Background: an optimization exercise with open tools, aiming at small area. Do not read the settings as production practice. At most, simulation tests tie the RTL to the original design; equivalence was not proved. Power figures rest on the tool's default switching activity, not on a simulated workload.

==> flow/design.v (excerpt) <==
module matrix_show_top (
    input  logic       clk,
    input  logic       rst_n,
    input  logic       btn,
    input  logic       uart_rx,
    input  logic [4:0] mode_sw,
    output logic       uart_tx
);
Size in the first run: roughly 810 cells after synthesis, roughly 8800 µm² of cells after synthesis.
make LEC_CHECK=0 ABC_AREA=1 CAP_MARGIN=20 CORE_MARGIN=2 CORE_UTILIZATION=60 CTS_BUF_LIST=sky130_fd_sc_hd__clkbuf_8 PLACE_DENSITY=0.75 SLEW_MARGIN=20 finish   # period 10.0 ns
run.sh (not shown) runs the stock make flow with config.mk's settings and CLKGATE_MAP_FILE= SYNTH_SCRIPT=/design/flow/synth_recipe.tcl, a recipe that flattens the netlist after the stock synthesis.
The starting point completed without violations.
==> next run, changes <==
ABC_AREA = default   (was 1)
CTS_BUF_LIST = default   (was sky130_fd_sc_hd__clkbuf_8)
CTS_CLUSTER_DIAMETER = 80   (was default)
CTS_CLUSTER_SIZE = 26   (was default)
Result:
- first-iteration DRC count falls by a quarter to a third
- synthesized area shrinks by a few percent
- final area decreases by a few percent
- setup slack gets worse by 0.15 ns
- clock-buffer cell count is lower by 25

---

The RTL this note starts from:
==> flow/design.v <==
package matrix_pkg;
    localparam int CLKS_PER_BIT = 16;
    localparam int MAX_DIM      = 5;
    localparam int SLOT_COUNT   = 5;
    localparam int SEED_COUNT   = 3;
    typedef logic [7:0] byte_t;
    typedef logic [7:0] elem_t;
    typedef logic [2:0] dim_t;
    typedef logic [2:0] slot_t;
    typedef logic [MAX_DIM*MAX_DIM*8-1:0] matrix_t;
    typedef enum logic [1:0] {
        MODE_IDLE,
        MODE_STORE,
        MODE_SHOW
    } mode_e;
    localparam matrix_t SEED_DATA_0 = 200'h04_03_02_01;
    localparam matrix_t SEED_DATA_1 = 200'h08_07_06_05;
    localparam matrix_t SEED_DATA_2 = 200'h09_08_07_06_05_04_03_02_01;
    localparam matrix_t SEED_DATA_3 = 200'h0;
    localparam matrix_t SEED_DATA_4 = 200'h0;
    localparam dim_t SEED_M_0 = 3'd2;
    localparam dim_t SEED_M_1 = 3'd2;
    localparam dim_t SEED_M_2 = 3'd3;
    localparam dim_t SEED_M_3 = 3'd0;
    localparam dim_t SEED_M_4 = 3'd0;
    localparam dim_t SEED_N_0 = 3'd2;
    localparam dim_t SEED_N_1 = 3'd2;
    localparam dim_t SEED_N_2 = 3'd3;
    localparam dim_t SEED_N_3 = 3'd0;
    localparam dim_t SEED_N_4 = 3'd0;
endpackage
module matrix_show_top (
    input  logic       clk,
    input  logic       rst_n,
    input  logic       btn,
    input  logic       uart_rx,
    input  logic [4:0] mode_sw,
    output logic       uart_tx
);
    localparam logic [3:0] RB_IDLE = 4'd14, RB_DONE = 4'd12, RB_START = 4'd15, RB_STOP = 4'd8;
    logic [3:0] rx_bit;
    logic [3:0] rx_cnt;
    logic [3:0] rx_lo;       
    logic       rx_hi_ok;    
    logic       rx_done;
    logic       rx_idle;
    logic       rx_end;
    assign rx_end  = (rx_cnt == 4'd15);
    assign rx_idle = (rx_bit[3:2] == 2'b11) && !rx_bit[0];
    assign rx_done = (rx_bit == RB_DONE);
    always_ff @(posedge clk or negedge rst_n) begin
        if (!rst_n) begin
            rx_bit  <= RB_IDLE;
        end else begin
            if (rx_idle) begin
                rx_bit <= uart_rx ? RB_IDLE : RB_START;
            end else if (rx_end) begin
                if (rx_bit == RB_STOP) begin
                    rx_bit <= uart_rx ? RB_DONE : RB_IDLE;
                end else if (rx_bit == RB_START && uart_rx) begin
                    rx_bit <= RB_IDLE;
                end else begin
                    rx_bit <= rx_bit + 4'd1;
                end
            end
        end
    end
    always_ff @(posedge clk) begin
        rx_cnt <= rx_idle ? 4'd8 : rx_cnt + 4'd1;
        if (rx_end && !rx_bit[3]) begin
            if (!rx_bit[2]) rx_lo <= {uart_rx, rx_lo[3:1]};
            rx_hi_ok <= !rx_bit[2] || (rx_hi_ok && (uart_rx ^ rx_bit[1]));
        end
    end
    localparam logic [2:0] D_IDLE = 3'b000, D_SH_M = 3'b010, D_ST_M = 3'b100, D_ST_E = 3'b110;
    logic [2:0] dstate;
    logic       st_m, st_n, st_e, store_mode, show_mode;
    logic [2:0] m_reg;        
    logic [2:0] n_reg;        
    logic       pend;         
    logic [4:0] idx;          
    logic [4:0] tgt;          
    logic [4:0] phase;        
    logic [1:0] fcnt;         
    logic       big3, big4;   
    logic       hf3, hf4;     
    logic       show_busy;
    logic [3:0] ring_a [25];
    logic [3:0] ring_b [25];
    logic       accept, dim_ok, digit_ok, acc_wr, wr_go, last, query;
    logic [4:0] frame_len;
    assign store_mode = dstate[2];
    assign show_mode  = (dstate[2:1] == 2'b01);
    assign st_n       = dstate[0];
    assign st_e       = dstate[2] && dstate[1];
    assign st_m       = !dstate[0] && !st_e;
    assign accept    = rx_done && !show_busy && !btn && (dstate[2:1] != 2'b00);
    assign dim_ok    = rx_hi_ok && (rx_lo >= 4'd1) && (rx_lo <= 4'd5);
    assign digit_ok  = rx_hi_ok && (rx_lo <= 4'd9);
    assign frame_len = 5'd3 + 5'(m_reg) * 5'(n_reg);
    assign last      = (idx == frame_len - 5'd1);
    assign acc_wr    = accept && store_mode && (st_e ? digit_ok : dim_ok);
    assign tgt       = (idx < 5'd3) ? {4'b1101, idx[1]} : idx;
    assign wr_go     = (acc_wr || pend) && (phase == tgt);
    assign query     = accept && st_n && dim_ok && show_mode;
    always_ff @(posedge clk or negedge rst_n) begin
        if (!rst_n) begin
            dstate <= D_IDLE;
            pend   <= 1'b0;
            fcnt   <= 2'd0;
        end else begin
            pend <= (acc_wr || pend) && !wr_go;
            if (wr_go && last && fcnt != 2'd2) begin
                fcnt <= fcnt + 2'd1;
            end
            if (btn) begin
                if (dstate[2:1] == 2'b00) begin
                    case (mode_sw)
                        5'b00001: dstate <= D_ST_M;
                        5'b00100: dstate <= D_SH_M;
                        default:  dstate <= D_IDLE;
                    endcase
                end else begin
                    dstate <= D_IDLE;
                end
            end else if (accept) begin
                if (st_e) begin
                    if (digit_ok && last) dstate <= D_ST_M;
                end else if (dim_ok) begin
                    if (!st_n)          dstate <= dstate | 3'b001;
                    else if (show_mode) dstate <= D_SH_M;
                    else                dstate <= D_ST_E;
                end
            end
        end
    end
    always_ff @(posedge clk) begin
        if (accept && dim_ok && st_m) m_reg <= rx_lo[2:0];
        if (accept && dim_ok && st_n) n_reg <= rx_lo[2:0];
        if (wr_go && last && fcnt == 2'd0) big3 <= (idx == 5'd27);
        if (wr_go && last && fcnt == 2'd1) big4 <= (idx == 5'd27);
        if (!show_busy && phase == 5'd26) begin
            hf3 <= (ring_a[0][2:0] == m_reg) && (ring_a[1][2:0] == rx_lo[2:0]);
            hf4 <= (ring_b[0][2:0] == m_reg) && (ring_b[1][2:0] == rx_lo[2:0]);
        end
        phase <= (phase >= 5'd27) ? 5'd3 : phase + 5'd1;
    end
    always_ff @(posedge clk) begin
        for (int i = 0; i < 24; i++) begin
            ring_a[i] <= ring_a[i+1];
            ring_b[i] <= ring_b[i+1];
        end
        ring_a[24] <= (wr_go && fcnt == 2'd0) ? rx_lo : ring_a[0];
        ring_b[24] <= (wr_go && fcnt == 2'd1) ? rx_lo : ring_b[0];
    end
    logic [2:0] cursor;       
    logic [4:0] hit;
    logic [2:0] match_count;
    logic [2:0] sel;          
    always_comb begin
        hit[0] = (m_reg == 3'd2) && (n_reg == 3'd2);
        hit[1] = hit[0];
        hit[2] = (m_reg == 3'd3) && (n_reg == 3'd3);
        hit[3] = (fcnt != 2'd0) && (big3 ? (m_reg == 3'd5 && n_reg == 3'd5) : hf3);
        hit[4] = (fcnt == 2'd2) && (big4 ? (m_reg == 3'd5 && n_reg == 3'd5) : hf4);
        match_count = '0;
        sel         = '0;
        for (int i = 0; i < 5; i++) begin
            if (hit[i]) begin
                if (match_count == cursor) sel = 3'(i);
                match_count = match_count + 3'd1;
            end
        end
    end
    logic [3:0] tx_cnt;
    logic [3:0] tx_bit;
    logic [3:0] txb;         
    logic [3:0] tap;
    logic       tx_end;
    logic       bitval;
    assign tx_end = show_busy && (tx_cnt == 4'd15);
    always_comb begin
        case (sel)
            3'd3:    tap = ring_a[0];
            3'd4:    tap = ring_b[0];
            default: tap = {idx[3:1] + {~sel[0], ~sel[0], 1'b1}, idx[0]};
        endcase
        if (tx_bit[3])           bitval = 1'b1;
        else if (!tx_bit[2])     bitval = txb[tx_bit[1:0]];
        else                     bitval = 1'b0;
    end
    always_ff @(posedge clk) begin
        if (tx_bit[3]) begin
            case (idx)
                5'd0:    txb <= {1'b0, cursor + 3'd1};
                5'd1:    txb <= {1'b0, m_reg};
                5'd2:    txb <= {1'b0, n_reg};
                default: if (phase == tgt) txb <= tap;
            endcase
        end
    end
    always_ff @(posedge clk or negedge rst_n) begin
        if (!rst_n) begin
            uart_tx   <= 1'b1;
            show_busy <= 1'b0;
        end else if (query) begin
            show_busy <= 1'b1;
        end else if (show_busy && tx_bit == 4'd15 && match_count == '0) begin
            show_busy <= 1'b0;
        end else if (tx_end) begin
            if (tx_bit == 4'd15) begin
                if (cursor == match_count) begin
                    show_busy <= 1'b0;
                end else begin
                    uart_tx <= 1'b0;
                end
            end else if (tx_bit != 4'd9) begin
                uart_tx <= bitval;
            end
        end
    end
    always_ff @(posedge clk) begin
        if (query) begin
            tx_bit <= 4'd15;
            tx_cnt <= 4'd11;
            cursor <= '0;
        end else if (tx_end && tx_bit == 4'd9) begin
            tx_bit <= 4'd15;
            if (idx == frame_len) begin
                cursor <= cursor + 3'd1;
                tx_cnt <= (cursor + 3'd1 == match_count) ? 4'd14 : 4'd10;
            end else begin
                tx_cnt <= 4'd14;
            end
        end else begin
            tx_cnt <= tx_cnt + 4'd1;
            if (tx_end) tx_bit <= tx_bit + 4'd1;
        end
    end
    always_ff @(posedge clk) begin
        if (query || (tx_end && tx_bit == 4'd9 && idx == frame_len)) begin
            idx <= '0;
        end else if ((tx_end && tx_bit == 4'd15) || wr_go) begin
            idx <= idx + 5'd1;
        end else if (!show_busy && st_m && !pend) begin
            idx <= 5'd1;
        end
    end
endmodule
clock: 10.0 ns
lec_check: 0
cap_margin: 20
core_margin: 2
core_utilization: 75
place_density: 0.85
slew_margin: 20
standard.sh (not shown) runs the stock make flow with config.mk's settings and CLKGATE_MAP_FILE= SYNTH_SCRIPT=/design/flow/synth_recipe.tcl, a recipe that flattens the netlist after the stock synthesis.
==> flow/flow/run.sh <==
#!/bin/bash
# Layout flow: the standard flow (standard.sh) in two parts.
#  1. Synthesis as standard, except that ABC maps the logic with an area
#     script (flow/abc_area.script) and adders are left to ABC instead of
#     being mapped to ha/fa cells. Registers are mapped before ABC runs, so
#     they come out as in the standard synthesis.
#  2. The rest of the standard flow, with CTS dummy loads off, smaller
#     clock buffers and the smallest buffer on the ports.
# Each step's full output goes to a log file of its own in this folder.
set -euo pipefail
here=$(pwd)
rm -rf "$here/scripts_abc"
cp -r "$FLOW_HOME/scripts" "$here/scripts_abc"
cp "$here/flow/abc_area.script" "$here/scripts_abc/abc_area.script"

bash standard.sh synth \
  "SCRIPTS_DIR=$here/scripts_abc" "ABC_AREA=1" "ADDER_MAP_FILE=" > synth.log 2>&1

bash standard.sh finish \
  "CTS_ARGS=-sink_clustering_enable -repair_clock_nets -dont_use_dummy_load -buf_list sky130_fd_sc_hd__clkbuf_4 -sink_clustering_size 10 -sink_clustering_max_diameter 30" \
  "BUFFER_PORTS_ARGS=-buffer_cell sky130_fd_sc_hd__buf_1" > finish.log 2>&1
==> flow/flow/abc_area.script <==
strash
ifraig
dc2
resub -K 8
rewrite -z
dc2
strash
dch -f
amap -m -F 4 -A 10
topo
The starting point ran to the end with no violations.
==> next run, changes <==
--- a/flow/flow/run.sh
+++ b/flow/flow/run.sh
@@ -20 +20 @@
-  "CTS_ARGS=-sink_clustering_enable -repair_clock_nets -dont_use_dummy_load -buf_list sky130_fd_sc_hd__clkbuf_4 -sink_clustering_size 10 -sink_clustering_max_diameter 30" \
+  "CTS_ARGS=-sink_clustering_enable -repair_clock_nets -dont_use_dummy_load -buf_list sky130_fd_sc_hd__clkbuf_4 -sink_clustering_size 8 -sink_clustering_max_diameter 35" \
Outcome:
- The changed run completed without violations
- die area does not change
- power increases by 2.2%
- cell area rose by 0.39%
- clock power went up by 7.3%
- worst setup slack gets worse by 0.41 ns
No functional check of the RTL was part of any run of this note.

==> static timing again, ports no longer ideal <==
No port has a modelled driver above. Below, the same layouts with a new extraction and two added sets of constraints. Step 1, drivers: a clkbuf_16 drives clk and a buf_2 each remaining input, both assumed. Step 2 adds t to the input delays and takes it off the output delays; t is the mean of the earliest and latest rising clock arrival at the registers after step 1. Input paths then give back, and output paths get back, about the clock's delay inside the block. a / b / c = no drivers / after step 1 / after step 2; a / b = the first two.
run	t (ns)	setup slack, ns	worst register clock-pin slew, ns	worst data-port slew with drivers (ns)
the first run of note 1	0.552	6.052 / 6.052 / 5.930	0.06 / 0.06	0.03
the second run of note 1	0.515	5.901 / 5.901 / 5.805	0.10 / 0.10	0.03
the first run of note 2	0.569	5.518 / 5.518 / 5.340	0.11 / 0.11	0.03
the second run of note 2	0.578	5.108 / 5.108 / 5.096	0.09 / 0.09	0.03
After both steps setup and hold are still met in every run listed. For the first run of note 2, which loses most, drivers alone change the setup slack by 0.000 ns; drivers and shift together by -0.178 ns.
